What follows belongs to an exercise in optimizing a design on an open flow for small area; a production flow would make more cautious choices. At most, simulation tests tie the RTL to the original design; equivalence was not proved. Power figures rest on the tool's default switching activity, not on a simulated workload.

Design game_core, start of the top module:
module game_core (
    input  wire                   CLK_Scan,
    input  wire                   rst_n,
    input  wire                   start,
    input  wire [3:0]             btn,
    output wire [21:0]            jet_pos,
    output wire [21:0]            enemy_pos,
    output wire [7:0]             jet_life,
    output wire [7:0]             enemy_life,
    output wire                   over,
    output wire                   result
);
Size: ~340 flip-flops, about 69 I/O pins, ~20000 um^2 of cells after synthesis.
clock: 7.5 ns
lec_check: 0
abc_area: 1
cap_margin: 0
core_margin: 2
core_utilization: 65
slew_margin: 0
standard.sh (not shown) runs the stock make flow with config.mk's settings and CLKGATE_MAP_FILE= SYNTH_SCRIPT=/design/flow/synth_recipe.tcl, a recipe that flattens the netlist after the stock synthesis.
==> flow/flow/run.sh <==
#!/bin/bash
# Own layout flow: the standard flow (standard.sh) with these changes:
# - synthesis: the standard script (synth_recipe.tcl: same passes, flattening, renaming and
#   registers), except that Yosys does not lock adders into full/half-adder cells before
#   ABC (ADDER_MAP_FILE empty) and ABC maps with flow/abc_area.script;
# - port buffers are the smallest buffer, buf_1 (every port is still buffered);
# - clock tree: larger sink clusters and no dummy loads.
# Every other step is standard.sh unchanged. Each make run logs to its own file here;
# ORFS's step logs are under orfs/logs.
set -euo pipefail
W=$(pwd)
rm -rf "$W/scripts_abc"
cp -r "$FLOW_HOME/scripts" "$W/scripts_abc"
cp "$W/flow/abc_area.script" "$W/scripts_abc/abc_area.script"
bash standard.sh SCRIPTS_DIR="$W/scripts_abc" ADDER_MAP_FILE= synth > "$W/make_synth.log" 2>&1
bash standard.sh \
  "BUFFER_PORTS_ARGS=-buffer_cell sky130_fd_sc_hd__buf_1" \
  "CTS_ARGS=-sink_clustering_enable -repair_clock_nets -sink_clustering_size 28 -sink_clustering_max_diameter 80 -dont_use_dummy_load" \
  > "$W/make_layout.log" 2>&1
==> flow/flow/abc_area.script <==
strash
&get -n
&fraig -x
&put
scorr
dc2
strash
&get -n
&dch -f
&nf {D}
&put
&get -n
&dch -f
&nf {D}
&put
&get -n
&dch -f
&nf {D}
&put
buffer -c
topo
stime -c
dnsize -c
The baseline ran to the end with no violations.
Next try:
==> flow/flow/abc_area.script (replaced) <==
strash
&get -n
&fraig -x
&put
scorr
dc2
strash
&get -n
&dch -f
&nf {D}
&put
buffer -c
topo
stime -c
dnsize -c
- CORE_UTILIZATION: 65 -> 70
Effect: The new run passed the timing, DRC and antenna checks. Combinational power is higher by 48%. Die area drops by 6.6%. Total power grows by 15%. Register-to-register slack got worse by 0.44 ns.
Next try:
--- a/flow/flow/abc_area.script
+++ b/flow/flow/abc_area.script
@@ -9 +9,9 @@
-&dch -f
+&dch
+&nf {D}
+&put
+&get -n
+&dch
+&nf {D}
+&put
+&get -n
+&dch
- CORE_UTILIZATION: 70 -> 65
Effect: The new run went through all stages and came out clean; setup slack gains 0.34 ns; count of clock-buffer cells in the layout went down by 1; flip-flop and latch count is unchanged; register-to-register slack gains 0.34 ns.
Next try:
==> flow/flow/abc_area.script (replaced) <==
strash
&get -n
&fraig -x
&put
scorr
dc2
strash
&get -n
&dch -f
&nf {D}
&put
buffer -c
topo
stime -c
dnsize -c
- CORE_UTILIZATION: 65 -> 75
The changed run produced a clean layout.
Worst setup slack gets worse by 0.080 ns.
Power climbs by 14%.
Routed wire length drops by 3.1%.
Die area drops by 12%.
Area after synthesis climbs by 0.94%.
Next try:
--- a/flow/flow/abc_area.script
+++ b/flow/flow/abc_area.script
@@ -11,0 +12,4 @@
+&get -n
+&dch -f
+&nf {D}
+&put
- CORE_UTILIZATION: 75 -> 70
The new run completed with no timing, DRC or antenna violations.
Clock power is lower slightly.
Total power is lower by roughly a tenth.
Global-route usage is lower by 0.92 points.
Clock-buffer cell count does not change.
Wire length is higher by a few percent.
First-iteration DRC count is higher by a few percent.
Worst setup slack improves by 0.0046 ns.
Worst hold slack degrades by 0.068 ns.


== wip/umber ==
game_core, a different RTL version from the one above (not shown whole).
Size in the first run: ~2,300 cells after synthesis, ~69 I/O pins, roughly 0.020 mm² of cells after synthesis.
export LEC_CHECK = 0
export ABC_AREA = 1
export CAP_MARGIN = 0
export CORE_MARGIN = 2
export CORE_UTILIZATION = 65
export SLEW_MARGIN = 0
create_clock -name core_clock -period 7.5 [get_ports {CLK_Scan}]
==> flow/flow/abc_area.script <==
strash
&get -n
&fraig -x
&put
scorr
dc2
strash
&get -n
&dch -f
&nf {D}
&put
&get -n
&dch -f
&nf {D}
&put
buffer -c
topo
stime -c
dnsize -c
Scripts as last shown in full above: flow/flow/run.sh
Modified inputs, wip/harbor compared to wip/umber
==> flow/flow/abc_area.script <==
strash
&get -n
&fraig -x
&put
scorr
dc2
strash
&get -n
&dch -f
&nf {D}
&put
&get -n
&dch -f
&nf -R 100 {D}
&put
buffer -c
topo
stime -c
dnsize -c
[summary]
Summary: area after synthesis, wip/harbor better than wip/umber
wip/harbor ends up with lower total power than wip/umber does.
Note that the first-pass GRT wire length recorded for wip/harbor amounts to 0.927 times the value seen in wip/umber.
[compare] base=wip/umber new=wip/harbor: final-layout clock buffer total -3; final design area excluding fillers went down about 0.7%.
Setup skew after layout in wip/harbor is 35 ps lower than in wip/umber
Across both runs, post-route clock period utilization was higher for wip/harbor than for wip/umber.
Routed wire length (lower): wip/harbor
In the tables for wip/harbor and wip/umber, slack of the worst reg-to-reg path reads higher with wip/umber.
In wip/harbor relative to wip/umber, net switching component of the power had gone down by more than 10%.
Modified inputs, wip/raven compared to wip/harbor
==> flow/flow/abc_area.script <==
strash
&get -n
&fraig -x
&put
scorr
dc2
strash
&get -n
&dch -f
&nf {D}
&put
&get -n
&dch -f
&nf {D}
&put
&get -n
&dch -f
&nf -R 100 {D}
&put
buffer -c
topo
stime -c
dnsize -c
Notes after the runs:
wip/raven completed every stage of the flow, and the final layout passed the timing, DRC and antenna checks. Summary: with wip/harbor as the reference, worst-case reg-to-reg path depth in wip/raven moved down by a few percent. The sequential share of layout area of wip/raven exceeds that of wip/harbor by 0.25 points. wip/raven vs. wip/harbor: xor and xnor area share after synthesis has remained practically unchanged, area growth from synthesis to layout now larger, largest net degree at the start of global routing grew by 16, post-route worst setup slack went down. wip/raven vs. wip/harbor: power went up, area fraction in and, or, nand and nor cells after synthesis went down, area of the placeable core did not really move. Routed wire length: wip/raven > wip/harbor. Compared with wip/harbor, post-route cell area in wip/raven decreased slightly.


## onyx
Another version of the RTL of game_core (not shown whole).
Size in the first run: ~2,200 cells after synthesis, roughly 69 I/O pins, about 19,000 sq um of cells after synthesis.
Settings: LEC_CHECK=0, ABC_AREA=1, CAP_MARGIN=0, CORE_MARGIN=2, CORE_UTILIZATION=65, SLEW_MARGIN=0; clock period 7.5 ns.
==> flow/flow/run.sh <==
#!/bin/bash
# Own layout flow: the standard flow (standard.sh) with these changes:
# - synthesis: the standard script (synth_recipe.tcl: same passes, flattening, renaming and
#   registers), except that Yosys does not lock adders into full/half-adder cells before
#   ABC (ADDER_MAP_FILE empty) and ABC maps with flow/abc_area.script;
# - port buffers are the smallest buffer, buf_1;
# - clock tree: larger sink clusters and no dummy loads;

# Each make run logs to its own file here; ORFS's step logs are under orfs/logs.
set -euo pipefail
W=$(pwd)
rm -rf "$W/scripts_abc"
cp -r "$FLOW_HOME/scripts" "$W/scripts_abc"
cp "$W/flow/abc_area.script" "$W/scripts_abc/abc_area.script"
bash standard.sh SCRIPTS_DIR="$W/scripts_abc" ADDER_MAP_FILE= synth > "$W/make_synth.log" 2>&1
bash standard.sh \
  "BUFFER_PORTS_ARGS=-buffer_cell sky130_fd_sc_hd__buf_1" \
  "CTS_ARGS=-sink_clustering_enable -repair_clock_nets -sink_clustering_size 28 -sink_clustering_max_diameter 80 -dont_use_dummy_load" \
  > "$W/make_layout.log" 2>&1
==> flow/flow/abc_area.script <==
strash
&get -n
&fraig -x
&put
scorr
dc2
strash
&get -n
&dch -f
&nf {D}
&put
diff inputs: onyx => xenon
Settings: CORE_UTILIZATION now 75, was 65.
--- a/flow/flow/abc_area.script
+++ b/flow/flow/abc_area.script
@@ -10,2 +10,6 @@
 &nf {D}
 &put
+buffer -c
+topo
+stime -c
+dnsize -c
Notes after the runs:
As far as register clock-pin slew on the reported worst setup and hold paths is concerned, xenon and onyx perform about the same.
Higher number of global-route vias before repair goes to xenon over onyx.
Measured against each other, xenon and onyx differ in area growth from synthesis to layout, the lower figure coming from xenon.
Modified inputs, sierra compared to xenon
Settings: CORE_UTILIZATION: 75 -> 65.
--- outcome ---
Result: PASS for each of xenon and sierra
When the final numbers for xenon and sierra were put side by side, the via count turned out to be smaller in sierra.
Reported for xenon and sierra, count of H-tree levels built during CTS turned out identical to the last digit.
In the tables for xenon and sierra, placeable core area reads lower with xenon.
Fraction of power consumed by combinational cells | sierra below xenon
The share of final layout cell area taken by non-clock buffers was comparable across xenon and sierra.
DRC violation total after the first TritonRoute iteration, xenon and sierra, higher one = xenon.
sierra reports a higher fraction of area in clock buffers and inverters than xenon does.
The effective utilization at floorplan number comes out lower for sierra vs xenon.
sierra ended up with sky130_fd_sc_hd__a21oi_1 as its critical path's slowest cell; xenon ended up with sky130_fd_sc_hd__a311oi_1.
Comparing xenon and sierra, maximum single-stage delay on the critical path is higher on sierra.
Compared sierra against xenon; synthesized cell count within noise.
Compared with xenon, sierra degrades summed area of non-filler cells in the final layout.
#### Input delta (garnet over sierra)
--- a/flow/flow/abc_area.script
+++ b/flow/flow/abc_area.script
@@ -8,5 +8,5 @@
 &get -n
 &dch -f
-&nf {D}
+&nf -R 1000 {D}
 &put
 buffer -c
Notes after the runs:
Diff sierra -> garnet | global-route usage | increase of 1.4 points. Sequential cell area share: garnet < sierra. Comparing sierra and garnet, the higher synthesis-to-finish area growth was measured on garnet. From sierra to garnet the numbers moved as follows: hold slack fell 0.019 ns; worst reg2reg path depth went up 13. garnet vs sierra — cell area rose about 3.3%. Re depth of the critical timing path with buffers and inverters included: garnet is about 50% up on sierra. Post-synthesis cell count (lower): garnet. Completing all stages was not enough for garnet: its layout failed the final checks because of setup timing. garnet — share of the clock period used by the worst path after layout 8.6 points higher, sierra as reference.


game_core, a different RTL version from the one above (not shown whole).
For scale: roughly 2400 cells after synthesis, about 69 I/O pins, roughly 21000 um2 of cells after synthesis.
clock: 7.5 ns
lec_check: 0
abc_area: 1
cap_margin: 0
core_margin: 2
core_utilization: 50
slew_margin: 0
==> flow/flow/run.sh <==
#!/bin/bash
# Own layout flow: the standard flow (standard.sh), with one change to synthesis.
# Synthesis is the standard one (synth_recipe.tcl: same passes, flattening, renaming and
# registers) except that Yosys does not lock adders into full/half-adder cells before ABC
# (ADDER_MAP_FILE empty) and ABC maps with flow/abc_area.script. Every later step is
# standard.sh unchanged. Each make run logs to its own file here; ORFS's step logs are
# under orfs/logs.
set -euo pipefail
W=$(pwd)
rm -rf "$W/scripts_abc"
cp -r "$FLOW_HOME/scripts" "$W/scripts_abc"
cp "$W/flow/abc_area.script" "$W/scripts_abc/abc_area.script"
bash standard.sh SCRIPTS_DIR="$W/scripts_abc" ADDER_MAP_FILE= synth > "$W/make_synth.log" 2>&1
bash standard.sh CTS_ARGS="-sink_clustering_enable -repair_clock_nets -sink_clustering_size 28 -sink_clustering_max_diameter 80 -dont_use_dummy_load" > "$W/make_layout.log" 2>&1
==> flow/flow/abc_area.script <==
strash
&get -n
&fraig -x
&put
scorr
dc2
strash
&get -n
&dch -f
&nf {D}
&put
buffer -c
topo
stime -c
upsize -c
dnsize -c
The first run produced a clean layout.
Rerun with:
==> flow/flow/run.sh (replaced) <==
#!/bin/bash
# Own layout flow: the standard flow (standard.sh) with these changes:
# - synthesis: the standard script (synth_recipe.tcl: same passes, flattening, renaming and
#   registers), except that Yosys does not lock adders into full/half-adder cells before
#   ABC (ADDER_MAP_FILE empty) and ABC maps with flow/abc_area.script;
# - port buffers are the smallest buffer, buf_1;
# - clock tree: larger sink clusters and no dummy loads;
# - after global routing, repair_timing recovers area on paths with slack (RECOVER_POWER).
# Each make run logs to its own file here; ORFS's step logs are under orfs/logs.
set -euo pipefail
W=$(pwd)
rm -rf "$W/scripts_abc"
cp -r "$FLOW_HOME/scripts" "$W/scripts_abc"
cp "$W/flow/abc_area.script" "$W/scripts_abc/abc_area.script"
bash standard.sh SCRIPTS_DIR="$W/scripts_abc" ADDER_MAP_FILE= synth > "$W/make_synth.log" 2>&1
bash standard.sh \
  "BUFFER_PORTS_ARGS=-buffer_cell sky130_fd_sc_hd__buf_1" \
  "CTS_ARGS=-sink_clustering_enable -repair_clock_nets -sink_clustering_size 28 -sink_clustering_max_diameter 80 -dont_use_dummy_load" \
  RECOVER_POWER=100 \
  > "$W/make_layout.log" 2>&1
The new run completed and failed the layout checks on capacitance limit, slew limit.
Setup slack got worse by 0.15 ns.
Final cell count barely changes.
Total power is about the same.
Final area shrinks by 2.0%.
Combinational power fell by about 1%.
Via count climbs by 0.60%.
Core utilization came out lower by 1.1 points.
Flip-flop and latch count does not change.
Non-clock buffer count does not change.
Rerun with:
--- a/flow/flow/run.sh
+++ b/flow/flow/run.sh
@@ -6,5 +6,5 @@
 # - port buffers are the smallest buffer, buf_1;
 # - clock tree: larger sink clusters and no dummy loads;
-# - after global routing, repair_timing recovers area on paths with slack (RECOVER_POWER).
+
 # Each make run logs to its own file here; ORFS's step logs are under orfs/logs.
 set -euo pipefail
@@ -17,4 +17,3 @@
   "BUFFER_PORTS_ARGS=-buffer_cell sky130_fd_sc_hd__buf_1" \
   "CTS_ARGS=-sink_clustering_enable -repair_clock_nets -sink_clustering_size 28 -sink_clustering_max_diameter 80 -dont_use_dummy_load" \
-  RECOVER_POWER=100 \
   > "$W/make_layout.log" 2>&1
=> Now the flow ran to the end with no violations. Design area grows by 0.42%. Hold slack improved by 0.0042 ns. Wire length is about the same. Count of clock-buffer cells in the layout stays the same. Total power barely changes. Die area does not change. Combinational power stays flat.
Rerun with:
- CORE_UTILIZATION: 50 -> 65
Synthesized area does not change. Core utilization increases by 15 points. Cell area decreases slightly. Hold slack improved by 0.028 ns.
No run of this note included a check of the RTL's function; only the layout flow was run.


RTL: one of the versions met above, not the one the previous note started from.
Size: about 2300 cells after synthesis, about 69 I/O pins, ~20000 um2 of cells after synthesis.
Settings: LEC_CHECK=0, ABC_AREA=1, CAP_MARGIN=0, CORE_MARGIN=2, CORE_UTILIZATION=65, SLEW_MARGIN=0; clock period 7.5 ns.
==> flow/flow/run.sh <==
#!/bin/bash
# Own layout flow: the standard flow (standard.sh) with these changes:
# - synthesis: the standard script (synth_recipe.tcl: same passes, flattening, renaming and
#   registers), except that Yosys does not lock adders into full/half-adder cells before
#   ABC (ADDER_MAP_FILE empty) and ABC maps with flow/abc_area.script;
# - port buffers are the smallest buffer, buf_1 (every port is still buffered);
# - clock tree: larger sink clusters and no dummy loads.
# Every other step is standard.sh unchanged. Each make run logs to its own file here;
# ORFS's step logs are under orfs/logs.
set -euo pipefail
W=$(pwd)
rm -rf "$W/scripts_abc"
cp -r "$FLOW_HOME/scripts" "$W/scripts_abc"
cp "$W/flow/abc_area.script" "$W/scripts_abc/abc_area.script"
bash standard.sh SCRIPTS_DIR="$W/scripts_abc" ADDER_MAP_FILE= synth > "$W/make_synth.log" 2>&1
bash standard.sh \
  "BUFFER_PORTS_ARGS=-buffer_cell sky130_fd_sc_hd__buf_1" \
  "CTS_ARGS=-sink_clustering_enable -repair_clock_nets -sink_clustering_size 34 -sink_clustering_max_diameter 90 -dont_use_dummy_load" \
  > "$W/make_layout.log" 2>&1
==> flow/flow/abc_area.script <==
strash
&get -n
&fraig -x
&put
scorr
dc2
strash
&get -n
&dch -f
&nf {D}
&put
buffer -c
topo
stime -c
dnsize -c
Edit:
--- a/flow/flow/run.sh
+++ b/flow/flow/run.sh
@@ -16,4 +16,4 @@
 bash standard.sh \
   "BUFFER_PORTS_ARGS=-buffer_cell sky130_fd_sc_hd__buf_1" \
-  "CTS_ARGS=-sink_clustering_enable -repair_clock_nets -sink_clustering_size 34 -sink_clustering_max_diameter 90 -dont_use_dummy_load" \
+  "CTS_ARGS=-sink_clustering_enable -repair_clock_nets -sink_clustering_size 28 -sink_clustering_max_diameter 80 -dont_use_dummy_load" \
   > "$W/make_layout.log" 2>&1
==> flow/flow/abc_area.script (replaced) <==
strash
&get -n
&fraig -x
&put
scorr
dc2
strash
&get -n
&dch -f
&nf {D}
&put
&get -n
&dch -f
&nf {D}
&put
buffer -c
topo
stime -c
dnsize -c
=> Final cell count goes up by 0.45%; via count goes up by 1.7%; routed wire length goes up by 1.3%.
Edit:
--- a/flow/flow/run.sh
+++ b/flow/flow/run.sh
@@ -4,8 +4,8 @@
 #   registers), except that Yosys does not lock adders into full/half-adder cells before
 #   ABC (ADDER_MAP_FILE empty) and ABC maps with flow/abc_area.script;
-# - port buffers are the smallest buffer, buf_1 (every port is still buffered);
-# - clock tree: larger sink clusters and no dummy loads.
-# Every other step is standard.sh unchanged. Each make run logs to its own file here;
-# ORFS's step logs are under orfs/logs.
+# - port buffers are the smallest buffer, buf_1;
+# - clock tree: larger sink clusters and no dummy loads;
+
+# Each make run logs to its own file here; ORFS's step logs are under orfs/logs.
 set -euo pipefail
 W=$(pwd)
==> flow/flow/abc_area.script (replaced) <==
strash
&get -n
&fraig -x
&put
scorr
dc2
strash
&get -n
&dch -f
&nf {D}
&put
CORE_UTILIZATION = 70   (was 65)
The new run completed without violations.
Clock-buffer cell count rises by 1.
Design area rises slightly.
Power rises by about a fifth.
Worst setup slack degrades by 0.22 ns.
Via count stays flat.
Non-clock buffer count rises by 20.
Routed wire length falls by a few percent.

## afterwards: timing with drivers on the ports
Ports are ideal in the flow. The routed layouts listed here were re-timed in OpenROAD. Step 1 sets driving cells, clkbuf_16 on the clock port and buf_2 on the other inputs (assumed; they add their load-dependent delay and slew). Step 2 adds t to the input delays and takes it off the output delays; t is the mean of the earliest and latest rising clock arrival at the registers after step 1. Input paths then give back, and output paths get back, about the clock's delay inside the block. Three values: ideal, step 1, step 2; two values: the first two.
run | t (ns) | slack for setup (ns) | worst setup path at the end | slew at the worst register clock pin (ns)
the first run of note 1 | 0.558 | 0.648 / 0.648 / 0.648 | register to register | 0.11 / 0.11
the second run of note 1 | 0.559 | 0.203 / 0.203 / 0.203 | register to register | 0.11 / 0.11
the third run of note 1 | 0.557 | 0.543 / 0.543 / 0.543 | register to register | 0.11 / 0.11
the fourth run of note 1 | 0.554 | 0.463 / 0.463 / 0.463 | register to register | 0.12 / 0.12
the fifth run of note 1 | 0.544 | 0.468 / 0.468 / 0.468 | register to register | 0.11 / 0.11
wip/umber | 0.578 | 0.913 / 0.913 / 0.913 | register to register | 0.11 / 0.11
wip/harbor | 0.563 | 0.568 / 0.568 / 0.568 | register to register | 0.11 / 0.11
wip/raven | 0.573 | 0.472 / 0.472 / 0.472 | register to register | 0.11 / 0.11
onyx | 0.561 | 0.446 / 0.446 / 0.446 | register to register | 0.11 / 0.11
xenon | 0.555 | 0.405 / 0.405 / 0.405 | register to register | 0.11 / 0.11
sierra | 0.565 | 0.315 / 0.315 / 0.315 | register to register | 0.11 / 0.11
garnet | 0.554 | -0.328 / -0.328 / -0.328 | register to register | 0.11 / 0.11
the first run of note 4 | 0.599 | 0.686 / 0.686 / 0.686 | register to register | 0.10 / 0.10
the second run of note 4 | 0.605 | 0.532 / 0.532 / 0.532 | register to register | 0.11 / 0.11
the third run of note 4 | 0.607 | 0.564 / 0.564 / 0.564 | register to register | 0.10 / 0.10
the fourth run of note 4 | 0.567 | 0.589 / 0.589 / 0.589 | register to register | 0.11 / 0.11
the first run of note 5 | 0.554 | 0.233 / 0.233 / 0.233 | register to register | 0.12 / 0.12
the second run of note 5 | 0.562 | 0.556 / 0.556 / 0.556 | register to register | 0.11 / 0.11
the third run of note 5 | 0.553 | 0.337 / 0.337 / 0.337 | register to register | 0.11 / 0.11
